Source: an optimization exercise on an open RTL-to-GDS flow (aim: small area and a short achievable clock period). Production flows keep margins and buffers that such runs may drop.
At most, simulation tests tie the RTL to the original design; equivalence was not proved.
Power figures rest on the tool's default switching activity, not on a simulated workload. The flow treats the clock pin as an ideal source, which a real chip does not have.

Design instr_fetch_mem, start of the top module:
module instr_fetch_mem #(
    parameter int DEPTH = 64,
    parameter int AW    = $clog2(DEPTH)
) (
    input  logic              IF_clk,
    input  logic              rst,
    input  logic              ld_en,
    input  logic [AW-1:0]     ld_addr,
    input  logic [31:0]       ld_data,
    output logic              ld_busy,
    input  logic              req_valid,
    output logic              req_ready,
    input  logic [31:0]       pc,
    output logic              rsp_valid,
    input  logic              rsp_ready,
    output logic [5:0]        ins_Opcode,
    output logic [4:0]        ins_rs,
    output logic [4:0]        ins_rt,
    output logic [4:0]        ins_rd,
    output logic [5:0]        ins_func,
    output logic [25:0]       ins_imm,
    output logic [1:0]        rsp_fault
);
Size in the first run: ~4200 cells after synthesis, ~2100 flip-flops, ~130 I/O pins.
clock: 5.0 ns
lec_check: 0
cap_margin: 20
core_margin: 2
core_utilization: 55
setup_slack_margin: 2.6
slew_margin: 20
tns_end_percent: 0
run.sh (not shown) runs the stock make flow with config.mk's settings and CLKGATE_MAP_FILE= SYNTH_SCRIPT=/design/flow/synth_recipe.tcl, a recipe that flattens the netlist after the stock synthesis.
The starting point ran to the end with no violations.
Next try:
--- a/flow/config.mk
+++ b/flow/config.mk
@@ -11 +11,2 @@
-export SETUP_SLACK_MARGIN = 2.6
+export CTS_BUF_LIST = sky130_fd_sc_hd__clkbuf_8
+export SETUP_SLACK_MARGIN = 2.5
@@ -13 +13,0 @@
-export TNS_END_PERCENT = 0
What happened: Total power is lower by 5.1%. Global-route usage rises by 0.30 points. Die area is unchanged. Clock-buffer cell count goes up by 108. Setup slack gains 220 ps. Area after synthesis is unchanged. Cell area rose by 1.2%. Utilization climbs by 0.80 points. Hold slack loses 37 ps. Sequential share of layout area came out lower by 0.73 points. First-iteration DRC count drops by 1.7%.
Next try:
--- a/flow/config.mk
+++ b/flow/config.mk
@@ -12 +12 @@
-export SETUP_SLACK_MARGIN = 2.5
+export SETUP_SLACK_MARGIN = 2.6
@@ -13,0 +14 @@
+export TNS_END_PERCENT = 0
What happened: The new run passed the timing, DRC and antenna checks; cell area falls by 2.7%; setup slack is worse by 210 ps; synthesized cell count is unchanged; maximum frequency came out lower by 7.1%; total power barely changes; non-clock buffer count shrinks by 110; utilization decreases by 1.8 points; area after synthesis is unchanged; global-route usage is lower by 0.18 points; routed wire length decreases by 1.5%.
Next try:
==> flow/flow/run.sh (new file) <==
#!/bin/bash
set -e
cp standard.sh standard_sh.copy.log
cat >> config.mk <<'EOC'
export BUFFER_PORTS_ARGS = -buffer_cell sky130_fd_sc_hd__buf_4
EOC
cp config.mk config_mk.copy.log
bash standard.sh > run_standard.log 2>&1
==> flow/standard.sh (new file) <==
#!/bin/bash
# synth_recipe.tcl (not shown) runs the flow's synth.tcl, then flattens the netlist and writes it again
# the make line also repeats each setting of config.mk as NAME=value (left out here)
make -C /OpenROAD-flow-scripts/flow DESIGN_CONFIG=/design/flow/config.mk WORK_HOME=/design/flow/orfs CLKGATE_MAP_FILE= SYNTH_SCRIPT=/design/flow/synth_recipe.tcl "${@:-finish}"
--- a/flow/config.mk
+++ b/flow/config.mk
@@ -11 +10,0 @@
-export CTS_BUF_LIST = sky130_fd_sc_hd__clkbuf_8
@@ -14,0 +14 @@
+export BUFFER_PORTS_ARGS = -buffer_cell sky130_fd_sc_hd__buf_4
removed: flow/run.sh
Result: First-iteration DRC count went down by 1.3%; die area is unchanged; worst setup slack is better by 24 ps; synthesized area does not change; worst hold slack is better by 17 ps; synthesized cell count stays the same; sequential cell count is unchanged; sequential share of layout area went down by 0.32 points; total power went up by about 4%; cell area went up by about 0.38%; final cell count went down by about 2%.
No run of this note included a check of the RTL's function; only the layout flow was run.

## v20
instr_fetch_mem, a different RTL version from the one above (not shown whole).
Size in the first run: ~2100 flip-flops, roughly 130 I/O pins.
export LEC_CHECK = 0
export CAP_MARGIN = 20
export CORE_MARGIN = 2
export CORE_UTILIZATION = 55
export SETUP_SLACK_MARGIN = 2.5
export SLEW_MARGIN = 20
export BUFFER_PORTS_ARGS = -buffer_cell sky130_fd_sc_hd__buf_4
export CTS_ARGS = -sink_clustering_enable -repair_clock_nets -dont_use_dummy_load -sink_clustering_size 30 -sink_clustering_max_diameter 120
create_clock -name core_clock -period 5.0 [get_ports {IF_clk}]
standard.sh (not shown) runs the stock make flow with config.mk's settings and CLKGATE_MAP_FILE= SYNTH_SCRIPT=/design/flow/synth_recipe.tcl, a recipe that flattens the netlist after the stock synthesis.
==> flow/flow/run.sh <==
#!/bin/bash
set -e
cp standard.sh standard_sh.copy.log
cat >> config.mk <<'EOC'
export BUFFER_PORTS_ARGS = -buffer_cell sky130_fd_sc_hd__buf_4
export CTS_ARGS = -sink_clustering_enable -repair_clock_nets -dont_use_dummy_load -sink_clustering_size 30 -sink_clustering_max_diameter 120
EOC
cp config.mk config_mk.copy.log
bash standard.sh > run_standard.log 2>&1
The inputs of v28 differ from those of v20 as listed below.
==> flow/flow/run.sh <==
#!/bin/bash
set -e
cp standard.sh standard_sh.copy.log
cat >> config.mk <<'EOC'
export BUFFER_PORTS_ARGS = -buffer_cell sky130_fd_sc_hd__buf_4
EOC
cp config.mk config_mk.copy.log
bash standard.sh > run_standard.log 2>&1
--- a/flow/config.mk
+++ b/flow/config.mk
@@ -13,2 +13 @@
 export BUFFER_PORTS_ARGS = -buffer_cell sky130_fd_sc_hd__buf_4
-export CTS_ARGS = -sink_clustering_enable -repair_clock_nets -dont_use_dummy_load -sink_clustering_size 30 -sink_clustering_max_diameter 120
[summary]
- Sort v20 and v28 by global-route usage asc -> top: v20
- [v28 vs v20] combinational share of power: lower in v28
- When v28 is measured against v20, its clock input transition at the sequential cells of the worst setup and hold paths turns out 0.06 ns lower.
- Per the comparison of v28 with v20, number of diodes saw a decrease, highest ir drop seen on vdd increased 0.0000053 V.
- v28 vs v20, class of the tightest hold or removal check: in2reg vs reg2reg
- Between v20 and v28, the total power is higher for v28.
Changes in v26 relative to v28:
--- a/flow/flow/run.sh
+++ b/flow/flow/run.sh
@@ -5,2 +5,3 @@
 export BUFFER_PORTS_ARGS = -buffer_cell sky130_fd_sc_hd__buf_4
+export CTS_ARGS = -sink_clustering_enable -repair_clock_nets -dont_use_dummy_load -sink_clustering_size 24 -sink_clustering_max_diameter 100
 EOC
--- a/flow/config.mk
+++ b/flow/config.mk
@@ -11,3 +11,4 @@
 export SETUP_SLACK_MARGIN = 2.5
-export SLEW_MARGIN = 20
+export SLEW_MARGIN = 60
 export BUFFER_PORTS_ARGS = -buffer_cell sky130_fd_sc_hd__buf_4
+export CTS_ARGS = -sink_clustering_enable -repair_clock_nets -dont_use_dummy_load -sink_clustering_size 24 -sink_clustering_max_diameter 100
Notes after the runs:
- v26 ended with every stage complete and zero timing, DRC or antenna violations.
- Routing usage on met2, v26 and v28: higher on v28
- v26 against v28: combinational share of power now larger, design internal power decreased about 17%.
- The initial standard-cell utilization of the core of v28 and that of v26 are within noise of each other.
- Of v26 and v28, the run reporting the lower combinational power was v28.
- Side by side, post-detailed-route via-to-cell ratio turned out higher in v26 than in v28.
- The more densely filled core belongs to v28, not v26.
- Clock power for v26 is lower than for v28.
- Relative to v28, the number of cells on the worst reg-to-reg path of v26 is higher by 2.
- In the final reports, the cell area of v26 is smaller than that of v28.
#### Input delta (v22 over v26)
--- a/flow/config.mk
+++ b/flow/config.mk
@@ -10,4 +10,4 @@
 export CORE_UTILIZATION = 55
-export SETUP_SLACK_MARGIN = 2.5
-export SLEW_MARGIN = 60
+export SETUP_SLACK_MARGIN = 2.7
+export SLEW_MARGIN = 20
 export BUFFER_PORTS_ARGS = -buffer_cell sky130_fd_sc_hd__buf_4
==> summary.txt <==
NOTE: global-route track usage on met1 in v22 exceeds that of v26
Diff v26 -> v22 | relative max-transition margin | decrease of 31 points
Compared with v26, total wire length in v22 increased by a few percent.
v26 consumes less power than v22.
On critical path depth: v22 sits below v26.
Global routing usage summed across all routing layers, v26 and v22: lower on v26
Number of buffers and inverters on the critical path: v22 vs v26 down 5

Setup of job 4581:
instr_fetch_mem again, from the RTL that the note above started with.
clock: 5.0 ns
lec_check: 0
cap_margin: 20
core_margin: 2
core_utilization: 62
setup_slack_margin: 2.5
slew_margin: 60
buffer_ports_args: -buffer_cell sky130_fd_sc_hd__buf_4
cts_args: -sink_clustering_enable -repair_clock_nets -dont_use_dummy_load -sink_clustering_size 30 -sink_clustering_max_diameter 120
==> flow/flow/run.sh <==
#!/bin/bash
set -e
cp standard.sh standard_sh.copy.log
cat >> config.mk <<'EOC'
export BUFFER_PORTS_ARGS = -buffer_cell sky130_fd_sc_hd__buf_4
export CTS_ARGS = -sink_clustering_enable -repair_clock_nets -dont_use_dummy_load -sink_clustering_size 30 -sink_clustering_max_diameter 120
EOC
cp config.mk config_mk.copy.log
bash standard.sh > run_standard.log 2>&1
Job 4581 did not stop at any stage, and its layout met the timing, DRC and antenna checks.
Relative to job 4581, the following input files were edited for job 8123:
# job 4581
export LEC_CHECK = 0
export CAP_MARGIN = 20
export CORE_MARGIN = 2
export CORE_UTILIZATION = 62
export SETUP_SLACK_MARGIN = 2.5
export SLEW_MARGIN = 60
export BUFFER_PORTS_ARGS = -buffer_cell sky130_fd_sc_hd__buf_4
export CTS_ARGS = -sink_clustering_enable -repair_clock_nets -dont_use_dummy_load -sink_clustering_size 30 -sink_clustering_max_diameter 120
create_clock -name core_clock -period 5.0 [get_ports {IF_clk}]
# job 8123
export LEC_CHECK = 0
export CAP_MARGIN = 20
export CORE_MARGIN = 2
export CORE_UTILIZATION = 55
export SETUP_SLACK_MARGIN = 2.5
export SLEW_MARGIN = 20
export BUFFER_PORTS_ARGS = -buffer_cell sky130_fd_sc_hd__buf_4
export CTS_ARGS = -sink_clustering_enable -repair_clock_nets -dont_use_dummy_load -sink_clustering_size 24 -sink_clustering_max_diameter 100
create_clock -name core_clock -period 5.0 [get_ports {IF_clk}]
--- a/flow/flow/run.sh
+++ b/flow/flow/run.sh
@@ -6 +6 @@
-export CTS_ARGS = -sink_clustering_enable -repair_clock_nets -dont_use_dummy_load -sink_clustering_size 30 -sink_clustering_max_diameter 120
+export CTS_ARGS = -sink_clustering_enable -repair_clock_nets -dont_use_dummy_load -sink_clustering_size 24 -sink_clustering_max_diameter 100
### Flow results
Compared with job 4581, in job 8123 initial standard-cell utilization of the core saw a decrease; core utilization saw a decrease; maximum frequency saw a decrease; signal arrival time at the worst endpoint saw an increase; die height saw an increase.
Cell internal power dissipation grows by a few percent when moving from job 4581 to job 8123.
Final cell count came out higher on job 8123 than on job 4581.
The clock power number comes out lower for job 4581 vs job 8123.
Job 8123 vs job 4581: routed wire length on met2 up
Relative to job 4581, routed wire length on met3 has gone down in job 8123.
Job 8123 vs job 4581: area of all placed cells without fillers up slightly
The following lists how job 4455 was set up differently from job 8123:
# job 8123
export LEC_CHECK = 0
export CAP_MARGIN = 20
export CORE_MARGIN = 2
export CORE_UTILIZATION = 55
export SETUP_SLACK_MARGIN = 2.5
export SLEW_MARGIN = 20
export BUFFER_PORTS_ARGS = -buffer_cell sky130_fd_sc_hd__buf_4
export CTS_ARGS = -sink_clustering_enable -repair_clock_nets -dont_use_dummy_load -sink_clustering_size 24 -sink_clustering_max_diameter 100
create_clock -name core_clock -period 5.0 [get_ports {IF_clk}]
# job 4455
export LEC_CHECK = 0
export CAP_MARGIN = 20
export CORE_MARGIN = 2
export CORE_UTILIZATION = 55
export SETUP_SLACK_MARGIN = 2.3
export SLEW_MARGIN = 20
export BUFFER_PORTS_ARGS = -buffer_cell sky130_fd_sc_hd__buf_2
export CTS_ARGS = -sink_clustering_enable -repair_clock_nets -dont_use_dummy_load -sink_clustering_size 24 -sink_clustering_max_diameter 100
create_clock -name core_clock -period 5.0 [get_ports {IF_clk}]
--- a/flow/flow/run.sh
+++ b/flow/flow/run.sh
@@ -5 +5 @@
-export BUFFER_PORTS_ARGS = -buffer_cell sky130_fd_sc_hd__buf_4
+export BUFFER_PORTS_ARGS = -buffer_cell sky130_fd_sc_hd__buf_2
[summary]
- The standard cells in job 4455 occupy less silicon area than those in job 8123 do.
- From job 8123 to job 4455 the numbers moved as follows: final net count has decreased; total power has decreased; routed wire length has decreased.
- On job 4455: total number of cells along the worst setup path is 2 higher than what job 8123 gave.
- For the number of buffers outside the clock class in the layout, job 4455 came in 17% lower than job 8123 did.
- Max peak per-stage delay on the critical path across job 8123 and job 4455: job 8123
- Setup slack (job 4455 over job 8123): decrease, 0.15 ns
Inputs modified between job 4455 and job 6062:
# job 4455
export LEC_CHECK = 0
export CAP_MARGIN = 20
export CORE_MARGIN = 2
export CORE_UTILIZATION = 55
export SETUP_SLACK_MARGIN = 2.3
export SLEW_MARGIN = 20
export BUFFER_PORTS_ARGS = -buffer_cell sky130_fd_sc_hd__buf_2
export CTS_ARGS = -sink_clustering_enable -repair_clock_nets -dont_use_dummy_load -sink_clustering_size 24 -sink_clustering_max_diameter 100
create_clock -name core_clock -period 5.0 [get_ports {IF_clk}]
# job 6062
export LEC_CHECK = 0
export CAP_MARGIN = 20
export CORE_MARGIN = 2
export CORE_UTILIZATION = 55
export SETUP_SLACK_MARGIN = 2.5
export SLEW_MARGIN = 60
export BUFFER_PORTS_ARGS = -buffer_cell sky130_fd_sc_hd__buf_4
export CTS_ARGS = -sink_clustering_enable -repair_clock_nets -dont_use_dummy_load -sink_clustering_size 30 -sink_clustering_max_diameter 120
create_clock -name core_clock -period 5.0 [get_ports {IF_clk}]
==> flow/flow/run.sh <==
#!/bin/bash
set -e
cp standard.sh standard_sh.copy.log
cat >> config.mk <<'EOC'
export BUFFER_PORTS_ARGS = -buffer_cell sky130_fd_sc_hd__buf_4
export CTS_ARGS = -sink_clustering_enable -repair_clock_nets -dont_use_dummy_load -sink_clustering_size 30 -sink_clustering_max_diameter 120
EOC
cp config.mk config_mk.copy.log
bash standard.sh > run_standard.log 2>&1
Findings:
Job 6062: final cell count is 120 higher than what job 4455 reported. Diff job 4455 -> job 6062: last weighted congestion value of the routability-driven placer dropped 0.013; power share of the combinational group went up; timing-limited maximum frequency has increased; final worst slack increased by 0.21 ns relative to the old numbers. Cell area: job 6062 worse than job 4455. Route | job 6062 vs job 4455 | wire longer in job 6062. Job 6062 has setup fix buffers added after clock tree synthesis below what job 4455 had. Compared job 6062 vs job 4455, and clock-cell share of area is down in job 6062. | sequential group share of total power | higher: job 6062 |.
What job 9760 does differently from job 6062 at the input level:
# job 6062
export LEC_CHECK = 0
export CAP_MARGIN = 20
export CORE_MARGIN = 2
export CORE_UTILIZATION = 55
export SETUP_SLACK_MARGIN = 2.5
export SLEW_MARGIN = 60
export BUFFER_PORTS_ARGS = -buffer_cell sky130_fd_sc_hd__buf_4
export CTS_ARGS = -sink_clustering_enable -repair_clock_nets -dont_use_dummy_load -sink_clustering_size 30 -sink_clustering_max_diameter 120
create_clock -name core_clock -period 5.0 [get_ports {IF_clk}]
# job 9760
export LEC_CHECK = 0
export CAP_MARGIN = 20
export CORE_MARGIN = 2
export CORE_UTILIZATION = 65
export SETUP_SLACK_MARGIN = 2.5
export SLEW_MARGIN = 20
export BUFFER_PORTS_ARGS = -buffer_cell sky130_fd_sc_hd__buf_4
export CTS_ARGS = -sink_clustering_enable -repair_clock_nets -dont_use_dummy_load -sink_clustering_size 24 -sink_clustering_max_diameter 100
create_clock -name core_clock -period 5.0 [get_ports {IF_clk}]
--- a/flow/flow/run.sh
+++ b/flow/flow/run.sh
@@ -6 +6 @@
-export CTS_ARGS = -sink_clustering_enable -repair_clock_nets -dont_use_dummy_load -sink_clustering_size 30 -sink_clustering_max_diameter 120
+export CTS_ARGS = -sink_clustering_enable -repair_clock_nets -dont_use_dummy_load -sink_clustering_size 24 -sink_clustering_max_diameter 100
==> comparison <==
Comparing job 6062 and job 9760, the higher relative contribution of sequential cells to total power is on job 6062.
Compared with job 6062, in job 9760 total power went up; post-route fraction of the period consumed by the critical path shows an increase of 1.3 points; placed wire-length estimate down about 10%.

==> re-timing with driven ports <==
In the flow no input, the clock included, has a driving cell. The finished layouts below were timed again as built, in two steps.
Step 1: set_driving_cell puts a clkbuf_16 on IF_clk and a buf_2 on each other input, an assumption about the parent block.
Step 2 also shifts input and output timing later by t, the mid clock arrival at the registers, as if the neighbouring blocks saw the same clock.
Three values: ideal ports, drivers, drivers and shift; two values: the first two.
run | shift t [ns] | slack for setup (ns) | slew at the worst register clock pin (ns)
the first run of note 1 | 0.944 | 2.077 / 2.122 / 1.179 | 0.07 / 0.07
the second run of note 1 | 1.126 | 2.297 / 2.210 / 1.233 | 0.07 / 0.07
the third run of note 1 | 1.110 | 2.091 / 2.101 / 0.991 | 0.07 / 0.07
the fourth run of note 1 | 0.919 | 2.115 / 2.144 / 1.225 | 0.07 / 0.07
v20 | 0.820 | 2.335 / 2.329 / 1.509 | 0.12 / 0.12
v28 | 0.932 | 2.311 / 2.282 / 1.350 | 0.07 / 0.07
v26 | 0.828 | 2.410 / 2.337 / 1.510 | 0.11 / 0.11
v22 | 0.834 | 2.292 / 2.284 / 1.450 | 0.11 / 0.11
job 4581 | 0.805 | 2.390 / 2.339 / 1.533 | 0.12 / 0.12
job 8123 | 0.824 | 2.330 / 2.293 / 1.469 | 0.11 / 0.11
job 4455 | 0.829 | 2.181 / 2.195 / 1.367 | 0.10 / 0.10
job 6062 | 0.827 | 2.387 / 2.252 / 1.425 | 0.12 / 0.12
job 9760 | 0.793 | 2.322 / 2.209 / 1.415 | 0.11 / 0.11
After both steps setup and hold are still met in every run listed. For the third run of note 1, which loses most, drivers alone change the setup slack by +0.010 ns; drivers and shift together by -1.100 ns.
